What follows belongs to an exercise in optimizing a design on an open flow for small area and a short achievable clock period; a production flow would make more cautious choices.
Function was not checked in any run shown here: the RTL went through the layout flow alone.
No activity file was given, so power comes from the tool's default toggle rates.

==> flow/design.v (outline; a module is shown in full before it is edited, if it fits) <==
// module ycc_sat: 6 lines
// module ycc_ch0: 624 lines
// module ycc_ch1: 530 lines
// module ycc_ch2: 332 lines
// module ycc_fa: 4 lines
// module ycc_ha: 4 lines
// module ycbcr_rgb_color_convert: 80 lines
module ycbcr_rgb_color_convert
(
	input  logic                  clk,
	input  logic                  arst_n,
	input  logic                  start,
	output logic                  busy,
	input  logic [COMP_W-1:0]     comp0,
	input  logic [COMP_W-1:0]     comp1,
	input  logic [COMP_W-1:0]     comp2,
	input  logic                  frame_end,
	output logic                  done,
	output logic [COMP_W-1:0]     out0,
	output logic [COMP_W-1:0]     out1,
	output logic [COMP_W-1:0]     out2,
	output logic                  last_pixel,
	input  logic                  cfg_wr_en,
	input  logic [CFG_IDX_W-1:0]  cfg_index,
	input  logic [CFG_DATA_W-1:0] cfg_data
);
  // ...
==> flow/run.sh <==
#!/bin/bash
# synth_recipe.tcl (not shown) runs the flow's synth.tcl, then flattens the netlist and writes it again
# the make line also repeats each setting of config.mk as NAME=value (left out here)
make -C /OpenROAD-flow-scripts/flow DESIGN_CONFIG=/design/flow/config.mk WORK_HOME=/design/flow/orfs CLKGATE_MAP_FILE= SYNTH_SCRIPT=/design/flow/synth_recipe.tcl finish
==> flow/config.mk <==
export PLATFORM = sky130hd
export DESIGN_NAME = ycbcr_rgb_color_convert
export DESIGN_NICKNAME = ycbcr_rgb_color_convert
export VERILOG_FILES = /design/flow/design.v
export SDC_FILE = /design/flow/constraint.sdc
export NUM_CORES = 4
export LEC_CHECK = 0
export CAP_MARGIN = 20
export CORE_MARGIN = 2
export CORE_UTILIZATION = 40
export SETUP_SLACK_MARGIN = 3.5
export SLEW_MARGIN = 20
export SYNTH_HIERARCHICAL = 1
==> flow/constraint.sdc <==
create_clock -name core_clock -period 6.5 [get_ports {clk}]
set_input_delay 1.3000 -clock core_clock [delete_from_list [all_inputs] [get_ports {clk}]]
set_output_delay 1.3000 -clock core_clock [all_outputs]
set_load 0.01 [all_outputs]
==> notes.md, run 1 <==
number of hold violations in the final report 0; worst-margin pin slew 0.928 ns; overall global routing resource usage 19.9%; CTS Sinks 213; Starting Density 40.8%; category of the worst setup path capture point flip-flop; core box area 36700 um^2; Sequential cell area 4400 um^2; post-synthesis cell type with the largest combined area dfxtp_1; post-synthesis instance total 1356; Final min period 3.12 ns; detailed route wirelength on metal3 1930 um; worst slew margin relative to its limit 37.7%; P_leak 7.90 nW; result of the run timing/DRC/antenna clean; largest power group combinational cells; Routed Wire Length 37400 um; detailed-route DRC error count 0; Max-Cap Viols 0; final design utilization 48.2%; PnR worst setup slack 3.38 ns; Die Outline Area 38900 um^2; Worst R2R End u_ch0.a0_q[14]; Placed Cells incl. Taps 1861; depth of the critical timing path with buffers and inverters included 9; count of unique library cells instantiated by Yosys 79; number of hold buffers added after CTS 0; grt met1 use 28.2%; antenna violations before repair 0; cell chosen for the clock root clkbuf_16; Hold WC Path Type flip-flop to flip-flop; dominant class by area multi-input combinational cells; fraction of synthesized area in multiplexers 2.43%; unrepaired setup endpoints after global routing yes; Top Registers u_ch0.a0_q: 26 flops, u_ch0.b0_q: 26 flops, u_ch1.b1_q: 24 flops; Die X-Extent 197 um; Final nets 1861; parity-gate share of the synthesized area counting xor and xnor cells 2.05%; CTS tree done; met1 layer wirelength in the final routing 17300 um; internal power summed over all cells 6.18 mW; worst hold margin 0.337 ns; proportion of final cell area spent on non-clock buffers 5.89%; clock share of power 14.0%
==> inputs of run 2 (changes only) <==
--- a/flow/config.mk
+++ b/flow/config.mk
@@ -10,3 +10,3 @@
 export CORE_UTILIZATION = 40
-export SETUP_SLACK_MARGIN = 3.5
+export SETUP_SLACK_MARGIN = 3.0
 export SLEW_MARGIN = 20
==> notes.md, run 2 <==
result of the run timing/DRC/antenna clean; number of ports placed on the die boundary 67; count of warnings emitted by yosys 13; library cell appearing most often on the critical path fa_1; adder-cell share of the synthesized area 40.0%; Compound-Gate Fraction of Synth Area 12.3%; Hold WC Path Type flip-flop to flip-flop; final routed wire length divided by cell count 19.3 um; clock share of power 14.1% (about the same); endpoint of the worst hold path l2; sequential share of power 22.1%; proportion of register bits with asynchronous set or reset after synthesis 6.57%; share of cells above drive strength 1 10.5%; post-synthesis cell type with the largest combined area dfxtp_1; worst hold start l1; Fmax 296 MHz; maximum number of pins on one net before global-route repair 48; total congestion overflow after global routing 0; P_leak 7.67 nW (-2.9%); worst reg2reg setup slack 3.12 ns; parity-gate share of the synthesized area counting xor and xnor cells 2.05% (unchanged); detailed-route DRC error count 0 (unchanged); Final GP Congestion 0.983; internal power summed over all cells 5.94 mW (-3.9%); Final ANT Viol Nets 0; global-route wire length before repair 58500 um; Num CTS Buffers 26; number of stages on the worst hold path 0; y dimension of the die 197 um; number of buffers on the longest clock path 3; Worst R2R End u_ch0.a0_q[15]; most common cell after layout, fill and taps aside fa_1; Starting Density 40.8% (unchanged); commonest non-fill, non-tap cells in the layout fa_1 (196), dfxtp_1 (193), ha_1 (162); critical-path cell with the highest stage delay dfxtp_1; antenna violations before repair 0 (unchanged); Max-Cap Viols 0 (unchanged); Critical Path Start Type flip-flop; number of synthesized register bits 213; number of vias in the routed layout 10100; skew final 0.00840 ns; area overhead of the layout relative to synthesis 14.3%; Routed Wire Length 37100 um (-0.77%); maximum net fanout on the critical path 9; top routing layer in use met4; fraction of synthesized area in multiplexers 2.43% (unchanged); sum of negative setup slack 0 ns; final setup violation count 0; main combinational cell family by area after synthesis adder cells; vias in the first global route 10700; category of the worst setup path capture point flip-flop; Final nets 1833 (-1.5%); dpl hpwl 30100 um; overall global routing resource usage 19.5% (-0.36 points); number of standard-cell rows in the floorplan 70; final design utilization 46.6% (-1.6 points); switch share 43.8%; portion of the post-synthesis area used by sequential elements 29.0%; number of hold violations in the final report 0 (unchanged); CTS tree done; number of hold buffers added after CTS 0 (unchanged); Worst Setup Path Type flip-flop to flip-flop; Primary FF master, synth dfxtp_1; depth of the worst register-to-register path 6; Post-Syn Area 15000 um^2; reg2reg start x1_1[7]; violation count after the first detailed-route iteration 512; leading cell type by number of instances after synthesis dfxtp_1; router iterations before antenna repair 5; peak ir drop on the vdd network 0.333 mV; met2 wire len 17000 um; met1 layer wirelength in the final routing 17500 um (+1.1%); average cell area after synthesis 11.0 um^2; number of vias per cell after detailed routing 5.24; post-route insts no fill 1921; Final Max Slew Viols 0; endpoint required time on the critical path 6.93 ns; ANT cells 0; clock latency on the worst-skew pair 0.55 ns; Top Registers u_ch0.a0_q: 26 flops, u_ch0.b0_q: 26 flops, u_ch1.b1_q: 24 flops; Final min period 3.38 ns (+0.264 ns); synthesized-area fraction occupied by and/or/nand/nor cells 10.7%; detailed route wirelength on metal3 1570 um (-19%); clock slew at the register clock pins of the worst setup and hold paths 0.06 ns; Die X-Extent 197 um (unchanged); EDFF count, synth 0; I/O Buffers 65; Comb power frac 63.8%; CTS H-tree depth 1; top area cells in the synthesized netlist dfxtp_1 (27%), fa_1 (26%), ha_1 (14%); count of unique library cells instantiated by Yosys 79 (unchanged); CTS Sinks 213 (unchanged); leading cell types by count after synthesis dfxtp_1 (199), fa_1 (196), ha_1 (164), inv_1 (94), nor2_1 (82); worst-margin pin slew 0.913 ns (-0.0150 ns); worst slew margin relative to its limit 38.7% (+1.0 points); Arr. time, crit path 3.81 ns; Max stage delay on crit path 0.70 ns; Power Dens Cells 619 nW/um^2; unrepaired setup endpoints after global routing no; post-synthesis instance total 1356 (unchanged); post-synth top area share 26.6%; Final period util 52.0%; net switching power of the design 4.63 mW; Mapped Nets 1756; Cell Chain, Critical Path nor2b_1 > nor2_1 > fa_1 > fa_1 > fa_1 > fa_1; cell chosen for the clock root clkbuf_16; Placed Cells incl. Taps 1862 (+0.054%); Die Outline Area 38900 um^2 (unchanged); core box area 36700 um^2 (unchanged)
run 2: cell counts after synthesis:
No cell type changed its count.
run 2: worst max path at each step:
stage                         start              to  slack [ns]  cells after the start
final                       x1_1[7]  u_ch0.a0_q[15]        3.12                      6
after global routing        x1_1[7]  u_ch0.a0_q[15]        3.01                      6
after CTS                 u_ch0.dir   u_ch0.a0_q[8]        3.00                     10
after detailed placement  u_ch1.dir  u_ch1.a1_q[18]        2.50                      6
after global placement    u_ch0.dir  u_ch0.a0_q[17]        2.54                      8
after floorplan           u_ch1.dir  u_ch1.a1_q[18]        2.94                      7
run 2: area by class of cell:
cell class / count / area, um^2
Clock buffer: 30 / 686
Clock inverter: 18 / 205
Fill cell: 3417 / 19600
Inverter: 94 / 360
Multi-Input combinational cell: 1020 / 10100
Sequential cell: 213 / 4340
Tap cell: 468 / 586
Timing Repair Buffer: 76 / 771
Timing Repair inverter: 2 / 12.5
run 2: layer usage:
| layer | up-vias | track usage, % |
|---|---|---|
| met2 | 255 | 31.5 |
| met5 | - | 0 |
| li1 | 4793 | - |
| met4 | 0 | 6.46 |
| met3 | 70 | 2.53 |
| met1 | 4945 | 27.2 |
run 2: cell families (layout without fill, tap and decap cells):
family,after synthesis,after routing
flip-flops,213,213
XOR/XNOR,35,35
other,1,1
adder cells (fa/ha/maj),360,360
buffers and inverters,123,220
AO/OA/AOI/OAI,277,277
multiplexers,33,33
AND/OR/NAND/NOR,314,314
run 2: through the flow:
| step | hold slack [ns] | power [mW] | area (um^2) | setup slack, ns |
|---|---|---|---|---|
| 2_1_floorplan | 0.310 | 7.27 | 15000 | 2.94 |
| 3_3_place_gp | 0.313 | 8.94 | 16100 | 2.54 |
| 3_5_place_dp | 0.318 | 9.12 | 16100 | 2.50 |
| 4_1_cts | 0.337 | 10.7 | 17000 | 3.00 |
| 5_1_grt | 0.343 | 11.7 | 17100 | 3.01 |
| 6_report | 0.332 | 10.6 | 17100 | 3.12 |
run 2: power groups by stage:
stage / sequential (mW) / combinational (mW) / clock, mW
2_1_floorplan: 2.24 / 5.03 / 0
3_3_place_gp: 2.36 / 6.57 / 0
3_5_place_dp: 2.37 / 6.76 / 0
4_1_cts: 2.35 / 6.84 / 1.52
5_1_grt: 2.39 / 7.72 / 1.57
6_report: 2.34 / 6.75 / 1.49
run 2: critical path: cells and delay by family, from the launching register on:
kind	cells	cell delay (ns)
fa+ha+maj	4	2.01
flops	1	0.70
simple gates	2	0.56
run 2: repair_timing:
action,in CTS,in global routing
gates resized for setup,8,5
endpoints found under the setup margin,59,23
cloned,2,1
buffers inserted,7,1
run 2: per-module statistics from Yosys, one instance, submodules excluded:
module / cell area, um^2 / times used
ycc_ch0: 2310 / 1
ycc_fa: 20.0 / 193
ycc_ch2: 2210 / 1
ycc_ch1: 2740 / 1
ycc_ha: 12.5 / 38
ycbcr_rgb_color_convert: 3100 / 1
ycc_sat: 82.6 / 3

==> what the ideal ports hide <==
In the flow no input, the clock included, has a driving cell. The finished layouts below were timed again as built, in two steps. Step 1: set_driving_cell puts a clkbuf_16 on clk and a buf_2 on each other input, an assumption about the parent block. Step 2 times the ports against the registers' clock, not the clock port: input delays grow and output delays shrink by t, the midpoint of the rising clock arrivals with the driver on. a / b / c = ideal ports / drivers / drivers and shift; a / b = the first two.
run	t (ns)	setup WS [ns]	worst setup path after step 2
run 1	0.592	3.384 / 3.384 / 3.039	input to register
run 2	0.597	3.120 / 3.120 / 2.733	input to register
After both steps every run listed still meets setup and hold. For run 2, which loses most, drivers alone change the setup slack by 0.000 ns; drivers and shift together by -0.387 ns.
